From an optimization exercise on the open Yosys and OpenROAD flow, aimed at a short achievable clock period and few clock cycles; shortcuts taken in it are not production practice. At most, simulation tests tie the RTL to the original design; equivalence was not proved. No driver is modelled on the clock port, so clocking that relies on it looks cheaper here than on a real chip. Power and IR drop assume default switching activity.

north:
==> flow/design.v (excerpt) <==
module mipsCore
(
    input  logic        clk,
    input  logic        rst,
    output logic [31:0] pcF,
    input  logic [31:0] instr,
    output logic        memWrite,
    output logic [31:0] dataAddr,
    output logic [31:0] writeData,
    input  logic [31:0] readData
);
clock: 10.0 ns
lec_check: 0
abc_clock_period_in_ps: 2500
cap_margin: 60
core_margin: 2
core_utilization: 50
setup_slack_margin: 5
slew_margin: 60
synth_hierarchical: 1
synth_minimum_keep_size: 0
standard.sh (not shown) runs the stock make flow with config.mk's settings and CLKGATE_MAP_FILE= SYNTH_SCRIPT=/design/flow/synth_recipe.tcl, a recipe that flattens the netlist after the stock synthesis.
==> flow/flow/run.sh <==
#!/bin/bash
set -euo pipefail
F=$PWD/flow
K=(MATCH_CELL_FOOTPRINT=0 "BUFFER_PORTS_ARGS=-buffer_cell sky130_fd_sc_hd__buf_4" FASTROUTE_TCL=$F/fastroute.tcl)
bash standard.sh SETUP_SLACK_MARGIN=5 POST_CTS_TCL=$F/ramp_cts.tcl "${K[@]}" cts > standard_cts.log 2>&1
bash standard.sh SETUP_SLACK_MARGIN=6.5 "${K[@]}" finish > standard_finish.log 2>&1
==> flow/flow/fastroute.tcl <==
set_global_routing_layer_adjustment met1 0.6
set_global_routing_layer_adjustment met2 0.3
set_global_routing_layer_adjustment met3-$::env(MAX_ROUTING_LAYER) 0.2

set_routing_layers -clock $::env(MIN_CLK_ROUTING_LAYER)-$::env(MAX_ROUTING_LAYER)
set_routing_layers -signal $::env(MIN_ROUTING_LAYER)-$::env(MAX_ROUTING_LAYER)
==> flow/flow/ramp_cts.tcl <==
# Timing repair in steps: each step repairs every endpoint below its margin,
# so a path that cannot be improved further stops only the last steps.
set_propagated_clock [all_clocks]
estimate_parasitics -placement
foreach m {5.8 6.0 6.2 6.3 6.4 6.5 6.6 6.7 6.8} {
  repair_timing -setup -setup_margin $m -repair_tns 100 -max_passes 50
  puts "ramp_cts margin $m: worst slack [worst_slack -max]"
}
detailed_placement
check_placement -verbose
estimate_parasitics -placement
puts "ramp_cts done: worst slack [worst_slack -max]"
What south does differently from north at the input level:
--- a/flow/design.v
+++ b/flow/design.v
@@ -550,18 +550,21 @@
     assign aD   = (weM && destM == rsD) ? resultM : rd1D;
     assign bD   = (weM && destM == rtD) ? resultM : rd2D;
     assign stallD = vD && loadDepD;
     logic        zeroChkD;
     logic        sumZeroD;
     logic        redirectD;
-    assign zeroChkD  = isBeqD && opAddE && !cinE && !memToRegE && !fwdAE && !fwdBE
+    logic        longD;          
+    logic        longFixD;       
+    assign longD     = !(instrD[15:9] == 7'h7f || instrD[15:9] == 7'h00);
+    assign longFixD  = vD && !stallD && predTD && longD;
+    assign zeroChkD  = isBeqD && !longD && opAddE && !cinE && !memToRegE && !fwdAE && !fwdBE
                     && ((depAD && rtD == 5'd0) || (depBD && rsD == 5'd0));
     sumZero zeroChk (.a(aE), .b(opBE), .cin(cinE), .zero(sumZeroD));
-    assign redirectD = vD && zeroChkD && !stallD && (sumZeroD != predTD);
-    assign predTD = isBeqD && (instrD[15] || rsD == rtD)
-                 && (instrD[15:9] == 7'h7f || instrD[15:9] == 7'h00);
+    assign redirectD = (vD && zeroChkD && !stallD && (sumZeroD != predTD)) || longFixD;
+    assign predTD = isBeqD && (instrD[15] || rsD == rtD);
     always_ff @(posedge clk or posedge rst) begin
         if (rst) begin
             vE <= 1'b0;
         end else begin
             vE <= vD && !redirectE && !stallD;
         end
@@ -651,13 +654,12 @@
     assign brTargetF[17:0] = {brLoF, 2'b00};
     logic [19:0] pcMidF;
     logic [19:0] pcMidIncF;
     logic [19:0] pcMidDecF;
     logic [9:0]  brLo10F;
     logic        brCarry10F;
-    logic        predTShortF;
     assign pcMidF = pcF[31:12];
     addKS #(.W(20)) midInc (
         .a    (pcMidF),
         .b    (20'd1),
         .cin  (1'b0),
         .s    (pcMidIncF),
@@ -674,23 +676,22 @@
         .a    (pcF[11:2]),
         .b    (instr[9:0]),
         .cin  (1'b1),
         .s    (brLo10F),
         .cout (brCarry10F)
     );
-    assign predTShortF = predTF && (instr[15:9] == 7'h7f || instr[15:9] == 7'h00);
     pcSelect pcSel (
         .redirect (redirectE),
         .alt      (altE),
         .hold     (stallD),
         .redirectD(redirectD),
-        .altD     (predTD ? pc4D : brTargetD),
+        .altD     ((predTD && !longFixD) ? pc4D : brTargetD),
         .pc       (pcF),
         .pc4      (pc4F),
         .isJ      (isJF),
-        .predT    (predTShortF),
+        .predT    (predTF),
         .jIndex   (instr[25:0]),
         .brLo     (brLo10F),
         .brCarry  (brCarry10F),
         .brSign   (instr[15]),
         .pcHiInc  (pcMidIncF),
         .pcHiDec  (pcMidDecF),
Results
Delta(via count, south - north) > 0. Diff north -> south: area enclosed by the die boundary now larger, power dissipated in the clock network now larger, initial antenna violation count now larger, final area now larger. Summary: with north as the reference, total of plain and repair buffers excluding clock buffers in south moved up by more than 10%. Growth of design area from synthesis to finish ends up lower on north. Summary: with north as the reference, total power in south moved up slightly. Diff north -> south | combinational share of power | increase of 0.7 points. Compared south against north; power attributed to sequential cells within noise. south vs north: count of antenna diodes in the layout up. Re via count of the first global-routing pass: north and south aren't equal, and the higher value belongs to south.
No functional check of the RTL was part of any run of this note.

* * *

oak:
Another version of the RTL of mipsCore (not shown whole).
Size in the first run: about 160 I/O pins, about 0.076 sq mm of cells after synthesis.
==> flow/config.mk <==
export PLATFORM = sky130hd
export DESIGN_NAME = mipsCore
export DESIGN_NICKNAME = mipsCore
export VERILOG_FILES = /design/flow/design.v
export SDC_FILE = /design/flow/constraint.sdc
export NUM_CORES = 8
export LEC_CHECK = 0
export ABC_CLOCK_PERIOD_IN_PS = 2500
export CAP_MARGIN = 60
export CORE_MARGIN = 2
export CORE_UTILIZATION = 50
export SETUP_SLACK_MARGIN = 5
export SLEW_MARGIN = 60
export SYNTH_HIERARCHICAL = 1
export SYNTH_MINIMUM_KEEP_SIZE = 0
==> flow/constraint.sdc <==
create_clock -name core_clock -period 10.0 [get_ports {clk}]
set_input_delay 2.0000 -clock core_clock [delete_from_list [all_inputs] [get_ports {clk}]]
set_output_delay 2.0000 -clock core_clock [all_outputs]
set_load 0.01 [all_outputs]
Scripts as last shown in full above: flow/flow/run.sh, flow/flow/fastroute.tcl, flow/flow/ramp_cts.tcl
## Diff of input files: birch against oak
-- flow/design.v --
<<< oak, line 184
    input  logic [13:0] pcHiInc,     
    input  logic [13:0] pcHiDec,
    output logic [31:0] pcNext
);
    logic        selJ;
>>> birch, line 184
    input  logic [13:0] pcHiInc,     
    input  logic [13:0] pcHiDec,
    output logic [31:0] pcNext,
    output logic [31:0] brTarget     
);
    logic        selJ;
<<< oak, line 222
    muxBank #(.W(7)) brMux3 (.sel(selB[3]), .a(brHi[13:7]), .b(other[31:25]), .y(pcNext[31:25]));
    assign pcNext[1:0] = other[1:0];
endmodule
`default_nettype wire
>>> birch, line 223
    muxBank #(.W(7)) brMux3 (.sel(selB[3]), .a(brHi[13:7]), .b(other[31:25]), .y(pcNext[31:25]));
    assign pcNext[1:0] = other[1:0];
    assign brTarget    = {brHi, brLo, 2'b00};
endmodule
`default_nettype wire
<<< oak, line 235
    output logic         cout
);
    logic [W-1:0] p;                 
    logic [W-1:0] t;                 
    logic [W-1:0] g;
    logic [W-1:0] c;                 
    pgGen    #(.W(W)) pg  (.a(a), .b(b), .p(p), .t(t), .g(g));
    prefixKS #(.W(W)) pre (.p(t), .g(g), .cin(cin), .c(c), .cout(cout));
    xorBank  #(.W(W)) sum (.a(p), .b(c), .y(s));
endmodule
>>> birch, line 237
    output logic         cout
);
    logic [W-1:0] p;
    logic [W-1:0] g;
    logic [W-1:0] c;                 
    pgGen    #(.W(W)) pg  (.a(a), .b(b), .p(p), .g(g));
    prefixKS #(.W(W)) pre (.p(p), .g(g), .cin(cin), .c(c), .cout(cout));
    xorBank  #(.W(W)) sum (.a(p), .b(c), .y(s));
endmodule
<<< oak, line 249
    input  logic [W-1:0] b,
    output logic [W-1:0] p,
    output logic [W-1:0] t,
    output logic [W-1:0] g
);
    assign p = a ^ b;
    assign t = a | b;
    assign g = a & b;
endmodule
>>> birch, line 250
    input  logic [W-1:0] b,
    output logic [W-1:0] p,
    output logic [W-1:0] g
);
    assign p = a ^ b;
    assign g = a & b;
endmodule
<<< oak, line 397
    logic [31:0] instrD;
    logic [31:0] pc4D;
    logic        depAD;          
    logic        depBD;
>>> birch, line 396
    logic [31:0] instrD;
    logic [31:0] pc4D;
    logic [31:0] brTargetF;
    logic        depAD;          
    logic        depBD;
<<< oak, line 499
    logic        stallD;         
    logic        predTD;         
    logic [31:0] brTargetD;
    assign opD = instrD[31:26];
    assign fnD = instrD[5:0];
>>> birch, line 499
    logic        stallD;         
    logic        predTD;         
    logic [31:0] brTargetD;      
    assign opD = instrD[31:26];
    assign fnD = instrD[5:0];
<<< oak, line 538
    assign redirectD = vD && zeroChkD && !stallD && (sumZeroD != predTD);
    assign predTD = isBeqD && (instrD[15] || rsD == rtD);
    addKS #(.W(30)) brAdd (
        .a    (pc4D[31:2]),
        .b    ({{14{instrD[15]}}, instrD[15:0]}),
        .cin  (1'b0),
        .s    (brTargetD[31:2]),
        .cout ()
    );
    assign brTargetD[1:0] = 2'b00;
    always_ff @(posedge clk or posedge rst) begin
        if (rst) begin
>>> birch, line 538
    assign redirectD = vD && zeroChkD && !stallD && (sumZeroD != predTD);
    assign predTD = isBeqD && (instrD[15] || rsD == rtD);
    always_ff @(posedge clk or posedge rst) begin
        if (rst) begin
<<< oak, line 643
        .pcHiInc  (pcHiIncF),
        .pcHiDec  (pcHiDecF),
        .pcNext   (pcNext)
    );
    always_ff @(posedge clk or posedge rst) begin
>>> birch, line 635
        .pcHiInc  (pcHiIncF),
        .pcHiDec  (pcHiDecF),
        .pcNext   (pcNext),
        .brTarget (brTargetF)
    );
    always_ff @(posedge clk or posedge rst) begin
<<< oak, line 671
            instrD   <= instr;
            pc4D     <= pc4F;
            depAD    <= depAF;
            depBD    <= depBF;
>>> birch, line 664
            instrD   <= instr;
            pc4D     <= pc4F;
            brTargetD <= brTargetF;
            depAD    <= depAF;
            depBD    <= depBF;
--- outcome ---
On number of non-clock inverters: birch sits below oak. Die area: birch better than oak. birch ends up with a post-route non-filler standard cell count that is 9.7% lower than in oak. From oak to birch the numbers moved as follows: overall power of the completed layout lost about 3.2%; synthesized area lost 4.8%; antenna diode instance count picked up an extra 22; utilization after layout picked up an extra 0.42 points; average size of a mapped cell picked up an extra about 7.5%. In the metrics for oak and birch, the one carrying the higher leakage power is oak.
Function was not checked in any run of this note: the RTL went through the layout flow alone.

* * *

Another version of the RTL of mipsCore (not shown whole).
Size: about 6,000 cells after synthesis, about 160 I/O pins, ~75,000 um2 of cells after synthesis.
clock: 10.0 ns
lec_check: 0
abc_clock_period_in_ps: 2500
cap_margin: 60
core_margin: 2
core_utilization: 50
setup_slack_margin: 5
slew_margin: 60
synth_hierarchical: 1
synth_minimum_keep_size: 0
Scripts as last shown in full above: flow/flow/run.sh, flow/flow/fastroute.tcl, flow/flow/ramp_cts.tcl
The baseline went through all stages and came out clean.
Testbench counts at the start, summed over its fixed seeds: cycles 29,634.
Edit:
--- a/flow/design.v
+++ b/flow/design.v
@@ -70,16 +70,31 @@
     input  logic clk,
     input  logic d,
     output logic q
 );
     always_ff @(posedge clk) begin
         q <= d;
     end
 endmodule
+module pcRegCopy
+(
+    input  logic        clk,
+    input  logic        rst,
+    input  logic [31:0] d,
+    output logic [31:0] q
+);
+    always_ff @(posedge clk or posedge rst) begin
+        if (rst) begin
+            q <= 32'h0000_0000;
+        end else begin
+            q <= d;
+        end
+    end
+endmodule
 `default_nettype wire
 `timescale 1ns/100ps
 `default_nettype none
 module aoi22Bank #(
     parameter int W = 32
 ) (
     input  logic [W-1:0] a0,
     input  logic [W-1:0] a1,
@@ -439,23 +454,24 @@
 endmodule
 `default_nettype wire
 `timescale 1ns/100ps
 `default_nettype none
 module mipsCore
 (
     input  logic        clk,
     input  logic        rst,
-    output logic [31:0] pcF,
+    output logic [31:0] pcF,           
     input  logic [31:0] instr,
     output logic        memWrite,
     output logic [31:0] dataAddr,
     output logic [31:0] writeData,
     input  logic [31:0] readData
 );
+    logic [31:0] pcQ;
     logic        weM;            
     logic        memToRegM;
     logic        memWriteM;
     logic [4:0]  destM;
     logic [31:0] aluOutM;
     logic [31:0] wdataM;
     logic [31:0] resultM;
     logic        vE;
@@ -683,40 +699,40 @@
         .op    (instr[31:26]),
         .rs    (instr[25:21]),
         .rt    (instr[20:16]),
         .sign  (instr[15]),
         .isJ   (isJF),
         .predT (predTF)
     );
     addKS #(.W(30)) pcInc (
-        .a    (pcF[31:2]),
+        .a    (pcQ[31:2]),
         .b    (30'd1),
         .cin  (1'b0),
         .s    (pc4F[31:2]),
         .cout ()
     );
-    assign pc4F[1:0] = pcF[1:0];
-    assign pcHiF = pcF[31:18];
+    assign pc4F[1:0] = pcQ[1:0];
+    assign pcHiF = pcQ[31:18];
     addKS #(.W(14)) hiInc (
         .a    (pcHiF),
         .b    (14'd1),
         .cin  (1'b0),
         .s    (pcHiIncF),
         .cout ()
     );
     addKS #(.W(14)) hiDec (
         .a    (pcHiF),
         .b    (14'h3fff),
         .cin  (1'b0),
         .s    (pcHiDecF),
         .cout ()
     );
     addKS #(.W(16)) brLo (
-        .a    (pcF[17:2]),
+        .a    (pcQ[17:2]),
         .b    (instr[15:0]),
         .cin  (1'b1),
         .s    (brLoF),
         .cout (brCarryF)
     );
     hiStep #(.W(14)) brHiSel (
         .carry (brCarryF),
         .sign  (instr[15]),
@@ -726,62 +742,63 @@
         .y     (brTargetF[31:18])
     );
     assign brTargetF[17:0] = {brLoF, 2'b00};
     logic [19:0] pcMidF;
     logic [19:0] pcMidIncF;
     logic [19:0] pcMidDecF;
     logic [9:0]  brLo10F;
     logic        brCarry10F;
-    assign pcMidF = pcF[31:12];
+    assign pcMidF = pcQ[31:12];
     addKS #(.W(20)) midInc (
         .a    (pcMidF),
         .b    (20'd1),
         .cin  (1'b0),
         .s    (pcMidIncF),
         .cout ()
     );
     addKS #(.W(20)) midDec (
         .a    (pcMidF),
         .b    (20'hfffff),
         .cin  (1'b0),
         .s    (pcMidDecF),
         .cout ()
     );
     addKS #(.W(10)) brLo10 (
-        .a    (pcF[11:2]),
+        .a    (pcQ[11:2]),
         .b    (instr[9:0]),
         .cin  (1'b1),
         .s    (brLo10F),
         .cout (brCarry10F)
     );
     pcSelect pcSel (
         .redirect (redirectE),
         .alt      (altE),
         .hold     (stallD),
         .redirectD(redirectD),
         .altD     ((predTD && !longFixD) ? pc4D : brTargetD),
-        .pc       (pcF),
+        .pc       (pcQ),
         .pc4      (pc4F),
         .isJ      (isJF),
         .predT    (predTF),
         .jIndex   (instr[25:0]),
         .brLo     (brLo10F),
         .brCarry  (brCarry10F),
         .brSign   (instr[15]),
         .pcHiInc  (pcMidIncF),
         .pcHiDec  (pcMidDecF),
         .pcNext   (pcNext)
     );
+    pcRegCopy pcCopy (.clk(clk), .rst(rst), .d(pcNext), .q(pcF));
     always_ff @(posedge clk or posedge rst) begin
         if (rst) begin
-            pcF <= 32'h0000_0000;
+            pcQ <= 32'h0000_0000;
             vD  <= 1'b0;
         end else begin
-            pcF <= pcNext;
+            pcQ <= pcNext;
             vD  <= !redirectE && !redirectD;
         end
     end
     logic        useRsF;
     logic        useRtF;         
     logic        depAF;
     logic        depBF;
     assign useRsF = instr[31:26] == 6'b000000 || instr[31:26] == 6'b001000 || instr[31:26] == 6'b100011
=> Synthesized area rose by 1.0%; via count is about the same; utilization rose by 0.14 points; total power climbs by 2.4%; clock skew drops by 13 ps; global-route usage drops by 0.95 points.
Only the layout flow was run in the second run of this note; the RTL was not checked for function there.

* * *

## rev 12
Another version of the RTL of mipsCore (not shown whole).
Size: roughly 5700 cells after synthesis, ~160 I/O pins, about 73000 um^2 of cells after synthesis.
export LEC_CHECK = 0
export ABC_CLOCK_PERIOD_IN_PS = 2500
export CAP_MARGIN = 60
export CORE_MARGIN = 2
export CORE_UTILIZATION = 50
export SETUP_SLACK_MARGIN = 5
export SLEW_MARGIN = 60
export SYNTH_HIERARCHICAL = 1
export SYNTH_MINIMUM_KEEP_SIZE = 0
create_clock -name core_clock -period 10.0 [get_ports {clk}]
Scripts as last shown in full above: flow/flow/run.sh, flow/flow/fastroute.tcl, flow/flow/ramp_cts.tcl
Rev 12 finished end to end and its layout was clean on timing, DRC and antenna.
Testbench counts of rev 12, summed over its fixed seeds: cycles 29,634.
### rev 12 -> rev 13
diff --git a/flow/design.v b/flow/design.v
--- a/flow/design.v
+++ b/flow/design.v
@@ -167,35 +167,38 @@
     input  logic [31:0] pc4,
     input  logic        isJ,
     input  logic        predT,       
     input  logic [25:0] jIndex,
     input  logic [15:0] brLo,        
     input  logic        brCarry,
     input  logic        brSign,
     input  logic [13:0] pcHiInc,     
     input  logic [13:0] pcHiDec,
-    output logic [31:0] pcNext
+    output logic [31:0] pcNext,
+    output logic [31:0] brTarget     
 );
     logic        selJ;
     logic        selB;
     logic [31:0] other;              
     logic [13:0] hiC1;               
     logic [13:0] hiC0;               
     logic [13:0] brHi;
     logic [31:0] other2;             
     assign selJ = isJ && !hold && !redirect;
     assign selB = predT && !hold && !redirect && !redirectD;
     assign other2 = redirect ? alt
                   : hold     ? pc
                   : selJ     ? {pc4[31:28], jIndex, 2'b00}
                   : pc4;
+    logic        selD;
+    assign selD = redirectD && !redirect;
     muxBank #(.W(32)) dMux (
-        .sel (redirectD),
+        .sel (selD),
         .a   (altD),
         .b   (other2),
         .y   (other)
     );
     assign hiC1 = brSign ? pc[31:18] : pcHiInc;
     assign hiC0 = brSign ? pcHiDec : pc[31:18];
     muxBank #(.W(14)) carryMux (
         .sel (brCarry),
         .a   (hiC1),
@@ -203,18 +206,19 @@
         .y   (brHi)
     );
     muxBank #(.W(30)) brMux (
         .sel (selB),
         .a   ({brHi, brLo}),
         .b   (other[31:2]),
         .y   (pcNext[31:2])
     );
     assign pcNext[1:0] = other[1:0];
+    assign brTarget    = {brHi, brLo, 2'b00};
 endmodule
 `default_nettype wire
 `timescale 1ns/100ps
 `default_nettype none
 module addKS #(
     parameter int W = 32
 ) (
     input  logic [W-1:0] a,
     input  logic [W-1:0] b,
@@ -375,18 +379,19 @@
     logic        opAddE;
     logic        opAndE;
     logic        opOrE;
     logic        opSltE;
     logic        predTE;
     logic [31:0] altE;           
     logic        vD;
     logic [31:0] instrD;
     logic [31:0] pc4D;
+    logic [31:0] brTargetF;
     logic        depAD;          
     logic        depBD;
     logic        loadDepD;       
     logic [31:0] regs [0:31];
     logic [31:1] rvalid;
     assign memWrite  = memWriteM;
     assign dataAddr  = aluOutM;
     assign writeData = wdataM;
     assign resultM   = memToRegM ? readData : aluOutM;
@@ -477,19 +482,19 @@
     logic [31:0] immValD;
     logic [4:0]  destD;
     logic        weD;
     logic [31:0] rd1D;
     logic [31:0] rd2D;
     logic [31:0] aD;
     logic [31:0] bD;
     logic        stallD;         
     logic        predTD;         
-    logic [31:0] brTargetD;
+    logic [31:0] brTargetD;      
     assign opD = instrD[31:26];
     assign fnD = instrD[5:0];
     assign rsD = instrD[25:21];
     assign rtD = instrD[20:16];
     assign isAddD  = opD == 6'b000000 && fnD == 6'b100000;
     assign isSubD  = opD == 6'b000000 && fnD == 6'b100010;
     assign isAndD  = opD == 6'b000000 && fnD == 6'b100100;
     assign isOrD   = opD == 6'b000000 && fnD == 6'b100101;
     assign isSltD  = opD == 6'b000000 && fnD == 6'b101010;
@@ -509,33 +514,22 @@
     always_comb begin
         for (int i = 0; i < 32; i++) regsFlat[32*i +: 32] = regs[i];
     end
     regRead read1 (.regs(regsFlat), .valid(rvalid), .addr(rsD), .data(rd1D));
     regRead read2 (.regs(regsFlat), .valid(rvalid), .addr(rtD), .data(rd2D));
     assign aD   = (weM && destM == rsD) ? resultM : rd1D;
     assign bD   = (weM && destM == rtD) ? resultM : rd2D;
     assign stallD = vD && loadDepD;
     logic        zeroChkD;
-    logic        sumZeroD;
     logic        redirectD;
-    assign zeroChkD  = isBeqD && opAddE && !cinE && !memToRegE && !fwdAE && !fwdBE
-                    && ((depAD && rtD == 5'd0) || (depBD && rsD == 5'd0));
-    sumZero zeroChk (.a(aE), .b(opBE), .cin(cinE), .zero(sumZeroD));
-    assign redirectD = vD && zeroChkD && !stallD && !redirectE && (sumZeroD != predTD);
+    assign zeroChkD  = 1'b0;
+    assign redirectD = 1'b0;
     assign predTD = isBeqD && (instrD[15] || rsD == rtD);
-    addKS #(.W(30)) brAdd (
-        .a    (pc4D[31:2]),
-        .b    ({{14{instrD[15]}}, instrD[15:0]}),
-        .cin  (1'b0),
-        .s    (brTargetD[31:2]),
-        .cout ()
-    );
-    assign brTargetD[1:0] = 2'b00;
     always_ff @(posedge clk or posedge rst) begin
         if (rst) begin
             vE <= 1'b0;
         end else begin
             vE <= vD && !redirectE && !stallD;
         end
     end
     selReg fwdAReg0 (.clk(clk), .d(depAD),                 .q(fwdAQ[0]));
     selReg fwdBReg0 (.clk(clk), .d(depBD && !immD),         .q(fwdBQ[0]));
@@ -621,19 +615,20 @@
         .pc4      (pc4F),
         .isJ      (isJF),
         .predT    (predTF),
         .jIndex   (instr[25:0]),
         .brLo     (brLoF),
         .brCarry  (brCarryF),
         .brSign   (instr[15]),
         .pcHiInc  (pcHiIncF),
         .pcHiDec  (pcHiDecF),
-        .pcNext   (pcNext)
+        .pcNext   (pcNext),
+        .brTarget (brTargetF)
     );
     always_ff @(posedge clk or posedge rst) begin
         if (rst) begin
             pcF <= 32'h0000_0000;
             vD  <= 1'b0;
         end else begin
             pcF <= pcNext;
             vD  <= !redirectE && !redirectD;
         end
@@ -649,16 +644,17 @@
     assign depBF  = vD && weD && !redirectE && destD == instr[20:16];
     always_ff @(posedge clk) begin
         if (stallD) begin
             depAD    <= 1'b0;
             depBD    <= 1'b0;
             loadDepD <= 1'b0;
         end else begin
             instrD   <= instr;
             pc4D     <= pc4F;
+            brTargetD <= brTargetF;
             depAD    <= depAF;
             depBD    <= depBF;
             loadDepD <= isLwD && ((useRsF && depAF) || (useRtF && depBF));
         end
     end
 endmodule
 `default_nettype wire
Results
Across rev 13 and rev 12, a clean result was obtained everywhere but in rev 13. Completing all stages was not enough for rev 13: its layout failed the final checks because of slew limit. The run with more routed wire is rev 12, not rev 13. Compared with rev 12, rev 13 instantiates a smaller number of cells. Via count ends up higher on rev 12. Compared rev 13 vs rev 12, and combinational cell fraction of total power is down in rev 13. Cmp rev 13 vs rev 12: final weighted congestion of routability-driven global placement higher in rev 13. Number of inserted diodes, rev 13 and rev 12: lower on rev 12. Relative to rev 12, proportion of cell area spent on the clock network increased by 0.49 points in rev 13. The final reports for rev 13 and rev 12 show share of total power in the clock network higher in the former. Min non-clock buffer count across rev 13 and rev 12: rev 13. Taking rev 12 as the reference, in rev 13 headroom to the max-slew limit went down by 290 points; die area shows a reduction of 3200 um^2.
The RTL of rev 13 was laid out without a check of its function.

static timing again, ports no longer ideal:
The results above use ideal ports. As a check the final layouts listed here were re-extracted and re-timed, cells and wires unchanged.
Step 1, drivers: a clkbuf_16 drives clk and a buf_2 each remaining input, both assumed.
Step 2 times the ports against the registers' clock, not the clock port: input delays grow and output delays shrink by t, the midpoint of the rising clock arrivals with the driver on.
a / b / c = no drivers / after step 1 / after step 2; a / b = the first two.
| run | shift t [ns] | slack for setup (ns) | slew at the worst register clock pin (ns) |
|---|---|---|---|
| north | 0.867 | 6.280 / 6.326 / 5.458 | 0.06 / 0.06 |
| south | 0.851 | 6.473 / 6.461 / 5.665 | 0.06 / 0.06 |
| oak | 0.851 | 6.484 / 6.484 / 5.695 | 0.07 / 0.07 |
| birch | 0.873 | 6.523 / 6.513 / 5.705 | 0.06 / 0.06 |
| the first run of note 3 | 0.881 | 6.526 / 6.447 / 5.777 | 0.06 / 0.06 |
| the second run of note 3 | 0.873 | 6.472 / 6.511 / 5.638 | 0.07 / 0.07 |
| rev 12 | 0.857 | 6.559 / 6.499 / 5.741 | 0.07 / 0.07 |
| rev 13 | 0.858 | 6.527 / 6.525 / 5.707 | 0.06 / 0.06 |
The setup slack of the second run of note 3, which loses most, moves by +0.039 ns with the drivers and by -0.834 ns with both steps.
